Source: an optimization exercise on an open RTL-to-GDS flow (aim: small area and a short achievable clock period). Production flows keep margins and buffers that such runs may drop.
RTL that was checked went through simulation tests only; none was proved equivalent to the original.

## nickel
Design grad_top, start of the top module:
module grad_top (
    input  wire logic        clk,
    input  wire logic        rst,
    input  wire logic        in_valid,
    input  wire logic        sof,
    input  wire logic [7:0]  pixel,
    output logic             out_valid,
    output logic [32:0]      grad
);
For scale: about 3,600 cells after synthesis.
==> flow/config.mk <==
export PLATFORM = sky130hd
export DESIGN_NAME = grad_top
export DESIGN_NICKNAME = grad_top
export VERILOG_FILES = /design/flow/design.v
export SDC_FILE = /design/flow/constraint.sdc
export NUM_CORES = 4
export LEC_CHECK = 0
export CAP_MARGIN = 20
export CORE_MARGIN = 2
export CORE_UTILIZATION = 40
export SLEW_MARGIN = 20
export SYNTH_HIERARCHICAL = 1
==> flow/constraint.sdc <==
create_clock -name core_clock -period 26.0 [get_ports {clk}]
set_input_delay 5.2000 -clock core_clock [delete_from_list [all_inputs] [get_ports {clk}]]
set_output_delay 5.2000 -clock core_clock [all_outputs]
set_load 0.01 [all_outputs]
standard.sh (not shown) runs the stock make flow with config.mk's settings and CLKGATE_MAP_FILE= SYNTH_SCRIPT=/design/flow/synth_recipe.tcl, a recipe that flattens the netlist after the stock synthesis.
==> flow/flow/run.sh <==
#!/bin/bash
# The standard layout (the standard.sh: ORFS with the standard synthesis
# and the standard flow's config.mk and SDC), with a larger setup margin for ORFS's timing
# repair so that it keeps shortening paths past the design's generous period.
set -euo pipefail
MARGIN=$(cat flow/margin.txt)
bash standard.sh SETUP_SLACK_MARGIN=$MARGIN finish > standard.log 2>&1
==> flow/flow/margin.txt <==
13
nickel went all the way through the flow, and no timing, DRC or antenna check failed.
diff inputs: nickel => sierra
==> flow/flow/margin.txt <==
14.5
==> comparison <==
- Comparing share of the clock period used by the worst path for sierra and nickel, the bigger number came from nickel.
- In sierra, the critical path depth came out 4.3% above the value in nickel.
- Compared with nickel, the detailed router inserted more vias in sierra.
- sierra vs nickel — area of combinational cells with multiple inputs climbed by a few percent
- Antenna cell count down 1 in sierra wrt nickel
What garnet does differently from sierra at the input level:
==> flow/flow/margin.txt <==
15.5
### Flow results
- Delta (garnet minus sierra): final core utilization now larger, simple-gate share of the synthesized area level.
- [compare] base=sierra new=garnet: design area up about 6.5%; final critical-path share of the clock period rose 0.25 points.
- garnet did not stop at any stage, and its layout met the timing, design-rule and antenna checks.
- Between sierra and garnet, the detailed-placement wirelength estimate does not differ in any meaningful way.
- Relative to sierra, hold slack has decreased by 0.0075 ns in garnet.
- [garnet] detailed-routing iteration count for the pre-antenna-repair pass fell 1 relative to sierra
- Measured against each other, garnet and sierra differ in global-route usage, the higher figure coming from garnet.
Inputs modified between garnet and juniper:
==> flow/flow/margin.txt <==
14
==> comparison <==
- | top achievable clock speed | juniper vs garnet | worse |
- Clock skew sits higher in juniper than in garnet.
- Compared with garnet, in juniper fraction of standard cell area in multi-input logic increased by 0.62 points relative to the old numbers, routed via count decreased by about 4.4% relative to the old numbers, routed wire length decreased by 5.4% relative to the old numbers.
No functional check of the RTL was part of any run of this note.

========
Setup of run A:
Another version of the RTL of grad_top (not shown whole).
Size: ~3200 cells after synthesis, ~380 flip-flops, about 46 I/O pins.
## grad_top
module grad_top (
    input  wire logic        clk,
    input  wire logic        rst,
    input  wire logic        in_valid,
    input  wire logic        sof,
    input  wire logic [7:0]  pixel,
    output logic             out_valid,
    output logic [32:0]      grad
);
clock: 26.0 ns
lec_check: 0
cap_margin: 20
core_margin: 2
core_utilization: 40
cts_buf_list: sky130_fd_sc_hd__clkbuf_4 sky130_fd_sc_hd__clkbuf_8
slew_margin: 20
synth_hierarchical: 1
==> flow/flow/margin.txt <==
14.5
Scripts as last shown in full above: flow/flow/run.sh
Run A: flow completed, timing, DRC and antenna clean
Testbench counts of run A, summed over its fixed seeds: latency cycles 75,055, results 75,055.
Setup changes, run A to run B
--- a/flow/config.mk
+++ b/flow/config.mk
@@ -9,5 +9,7 @@
 export CORE_MARGIN = 2
 export CORE_UTILIZATION = 40
-export CTS_BUF_LIST = sky130_fd_sc_hd__clkbuf_4 sky130_fd_sc_hd__clkbuf_8
+export CTS_CLUSTER_DIAMETER = 60
+export CTS_CLUSTER_SIZE = 30
+export PLACE_DENSITY = 0.75
 export SLEW_MARGIN = 20
 export SYNTH_HIERARCHICAL = 1
Findings:
Diff run B..run A | clock skew | negligible. Run B vs. run A: number of non-filler instances in the completed layout saw a decrease; worst hold slack after final layout saw an increase. Looking at data arrival time of the critical path across run A and run B, the one that comes out higher is run B. The run showing the smaller sequential portion of the cell area is run A. Final worst slack: run A and run B compared, higher one is run A. When run B is set beside run A, its number of buffers inserted during clock tree synthesis turns out to be 38 smaller.
## Diff of input files: run C against run B
==> flow/flow/margin.txt <==
14.8
--- a/flow/config.mk
+++ b/flow/config.mk
@@ -11,5 +11,4 @@
 export CTS_CLUSTER_DIAMETER = 60
 export CTS_CLUSTER_SIZE = 30
-export PLACE_DENSITY = 0.75
 export SLEW_MARGIN = 20
 export SYNTH_HIERARCHICAL = 1
[summary]
- Going from run B to run C, final cell count up 43, average via count per standard cell lost 0.084.
- Highest net fanout along the worst path (run C over run B): decrease, 3
- Run C | status: complete | timing, DRC, antenna: pass
[inputs] run D vs run C
==> flow/flow/margin.txt <==
14.5
--- a/flow/config.mk
+++ b/flow/config.mk
@@ -9,6 +9,4 @@
 export CORE_MARGIN = 2
 export CORE_UTILIZATION = 40
-export CTS_CLUSTER_DIAMETER = 60
-export CTS_CLUSTER_SIZE = 30
 export SLEW_MARGIN = 20
 export SYNTH_HIERARCHICAL = 1
### Flow results
- From run C to run D the numbers moved as follows: final max-slew violation count neither gained nor lost much, global routing usage on met3 essentially unchanged.
- Synthesis-to-layout area growth for run D is lower than for run C.
- Summary of the comparison: post-layout minimum cycle time is higher in run D, relative to run C.
- From run C to run D the numbers moved as follows: sum of net half-perimeters after detailed placement +200 µm; last weighted congestion value of the routability-driven placer -0.77%; via count of the first global-routing pass ~0 delta.
- For the arrival time reported for the critical path endpoint, run D came in 5.69 ns higher than run C did.
- | sequential share of layout area | run D vs run C | 0.57 points higher |
- Diff run C and run D: final routed wirelength across all metal layers lower in run D
Setup changes, run D to run E
--- a/flow/config.mk
+++ b/flow/config.mk
@@ -8,5 +8,7 @@
 export CAP_MARGIN = 20
 export CORE_MARGIN = 2
-export CORE_UTILIZATION = 40
+export CORE_UTILIZATION = 50
+export CTS_CLUSTER_DIAMETER = 60
+export CTS_CLUSTER_SIZE = 30
 export SLEW_MARGIN = 20
 export SYNTH_HIERARCHICAL = 1
## What came out
- Looking at initial core utilization, run E sits above run D.
- Compared to run D, the routing of run E uses more wire.
- Startpoint of the worst setup timing path: pixel[4] -> run D, pixel[0] -> run E
- Run E: peak per-stage delay on the critical path is 0.10 ns lower than what run D reported.
- Post-place setup slack was higher in the run labelled run D.
- STATUS number of violations reported at the end of detailed-routing iteration 0: run E loses against run D
- Run D has higher clock buffer instance count of the final layout than run E.
- The inserted tap cell count in run E is 0.806 times that in run D.
- Diff run D -> run E: setup slack shows an increase of 0.054 ns; standard-cell row count lower.

========
grad_top, a different RTL version from the one above (not shown whole).
For scale: ~46 I/O pins, about 33000 sq um of cells after synthesis.
==> flow/config.mk <==
export PLATFORM = sky130hd
export DESIGN_NAME = grad_top
export DESIGN_NICKNAME = grad_top
export VERILOG_FILES = /design/flow/design.v
export SDC_FILE = /design/flow/constraint.sdc
export NUM_CORES = 4
export LEC_CHECK = 0
export CAP_MARGIN = 20
export CORE_MARGIN = 2
export CORE_UTILIZATION = 60
export SLEW_MARGIN = 20
export SYNTH_HIERARCHICAL = 1
==> flow/constraint.sdc <==
create_clock -name core_clock -period 26.0 [get_ports {clk}]
set_input_delay 5.2000 -clock core_clock [delete_from_list [all_inputs] [get_ports {clk}]]
set_output_delay 5.2000 -clock core_clock [all_outputs]
set_load 0.01 [all_outputs]
==> flow/flow/margin.txt <==
14
Scripts as last shown in full above: flow/flow/run.sh
The first run ran to the end with no violations.
Testbench counts at the start, summed over its fixed seeds: latency cycles 75,055, results 75,055.
Change:
- CORE_UTILIZATION: 60 -> 40
The new run finished with timing, DRC and antenna clean.
Global-route usage fell by 8.7 points.
Wire length goes down by 2.2%.
Cell area falls by about 0.45%.
Clock skew stays flat.
Register-to-register slack barely changes.
Hold slack is better by 28 ps.
Synthesized area does not change.
Flip-flop and latch count stays the same.

========
Setup of yarrow:
grad_top, a different RTL version from the one above (not shown whole).
Size: about 46 I/O pins, ~31,000 um2 of cells after synthesis.
clock: 26.0 ns
lec_check: 0
cap_margin: 20
core_margin: 2
core_utilization: 40
slew_margin: 20
synth_hierarchical: 1
==> flow/flow/margin.txt <==
15
Scripts as last shown in full above: flow/flow/run.sh
yarrow went all the way through the flow, and no timing, DRC or antenna check failed.
Testbench counts of yarrow, summed over its fixed seeds: latency cycles 75,055, results 75,055.
Modified inputs, onyx compared to yarrow
==> flow/flow/margin.txt <==
14.5
==> run summary <==
onyx: all stages complete, timing, DRC and antenna checks passed. From yarrow to onyx the numbers moved as follows: maximum number of pins on one net before global-route repair decreased by 5 relative to the old numbers. onyx: slew at the pin closest to its max-slew limit 0.073 ns below yarrow. Compared with yarrow, the detailed router inserted fewer vias in onyx. Diff onyx..yarrow | height of the die | unchanged.

========
Another version of the RTL of grad_top (not shown whole).
Size: ~3,500 cells after synthesis, about 380 flip-flops, ~46 I/O pins, about 0.033 mm^2 of cells after synthesis.
## grad_top
module grad_top (
    input  wire logic        clk,
    input  wire logic        rst,
    input  wire logic        in_valid,
    input  wire logic        sof,
    input  wire logic [7:0]  pixel,
    output logic             out_valid,
    output logic [32:0]      grad
);
clock: 26.0 ns
lec_check: 0
cap_margin: 20
core_margin: 2
core_utilization: 40
slew_margin: 20
synth_hierarchical: 1
==> flow/flow/margin.txt <==
14
Scripts as last shown in full above: flow/flow/run.sh
==> next run, changes <==
==> flow/run.sh (new file) <==
#!/bin/bash
# synth_recipe.tcl (not shown) runs the flow's synth.tcl, then flattens the netlist and writes it again
# the make line also repeats each setting of config.mk as NAME=value (left out here)
make -C /OpenROAD-flow-scripts/flow DESIGN_CONFIG=/design/flow/config.mk WORK_HOME=/design/flow/orfs CLKGATE_MAP_FILE= SYNTH_SCRIPT=/design/flow/synth_recipe.tcl finish
removed: flow/flow/run.sh
removed: flow/flow/margin.txt
removed: flow/standard.sh
What happened:
- The new run went through all stages and came out clean
- clock-buffer cell count shrinks by 2
- global-route usage came out lower by 0.60 points
- worst hold slack improves by 21 ps
No functional check of the RTL was part of any run of this note.

[afterwards: timing with drivers on the ports]
The flow's constraints put no driver on any port. The routed layouts listed below were extracted and timed again, unchanged, in two steps.
Step 1: set_driving_cell puts a clkbuf_16 on clk and a buf_2 on each other input, an assumption about the parent block.
Step 2 also shifts input and output timing later by t, the mid clock arrival at the registers, as if the neighbouring blocks saw the same clock.
Slacks: ideal ports / drivers / drivers and shift; pairs: ideal ports / drivers.
| run | t, ns | setup slack, ns | clock arrival spread, ns |
|---|---|---|---|
| nickel | 0.613 | 13.472 / 13.414 / 13.139 | 0.037 / 0.037 |
| sierra | 0.627 | 14.658 / 14.602 / 14.181 | 0.032 / 0.033 |
| garnet | 0.627 | 14.591 / 14.535 / 14.231 | 0.020 / 0.020 |
| juniper | 0.635 | 14.134 / 14.073 / 13.793 | 0.035 / 0.035 |
| run A | 0.702 | 14.660 / 14.604 / 14.086 | 0.039 / 0.039 |
| run B | 0.653 | 14.606 / 14.546 / 14.048 | 0.035 / 0.035 |
| run C | 0.611 | 14.789 / 14.732 / 14.439 | 0.057 / 0.057 |
| run D | 0.619 | 14.707 / 14.702 / 14.120 | 0.015 / 0.014 |
| run E | 0.634 | 14.761 / 14.714 / 14.161 | 0.051 / 0.050 |
| the first run of note 3 | 0.617 | 13.307 / 13.247 / 13.260 | 0.033 / 0.033 |
| the second run of note 3 | 0.643 | 13.338 / 13.279 / 13.376 | 0.033 / 0.033 |
| yarrow | 0.633 | 14.682 / 14.624 / 14.106 | 0.038 / 0.039 |
| onyx | 0.619 | 14.560 / 14.500 / 14.102 | 0.045 / 0.045 |
| the first run of note 5 | 0.638 | 13.084 / 13.026 / 13.299 | 0.040 / 0.040 |
| the second run of note 5 | 0.619 | 11.221 / 11.162 / 11.781 | 0.025 / 0.024 |
After both steps setup and hold are still met in every run listed. The setup slack of run E, which loses most, moves by -0.047 ns with the drivers and by -0.600 ns with both steps.
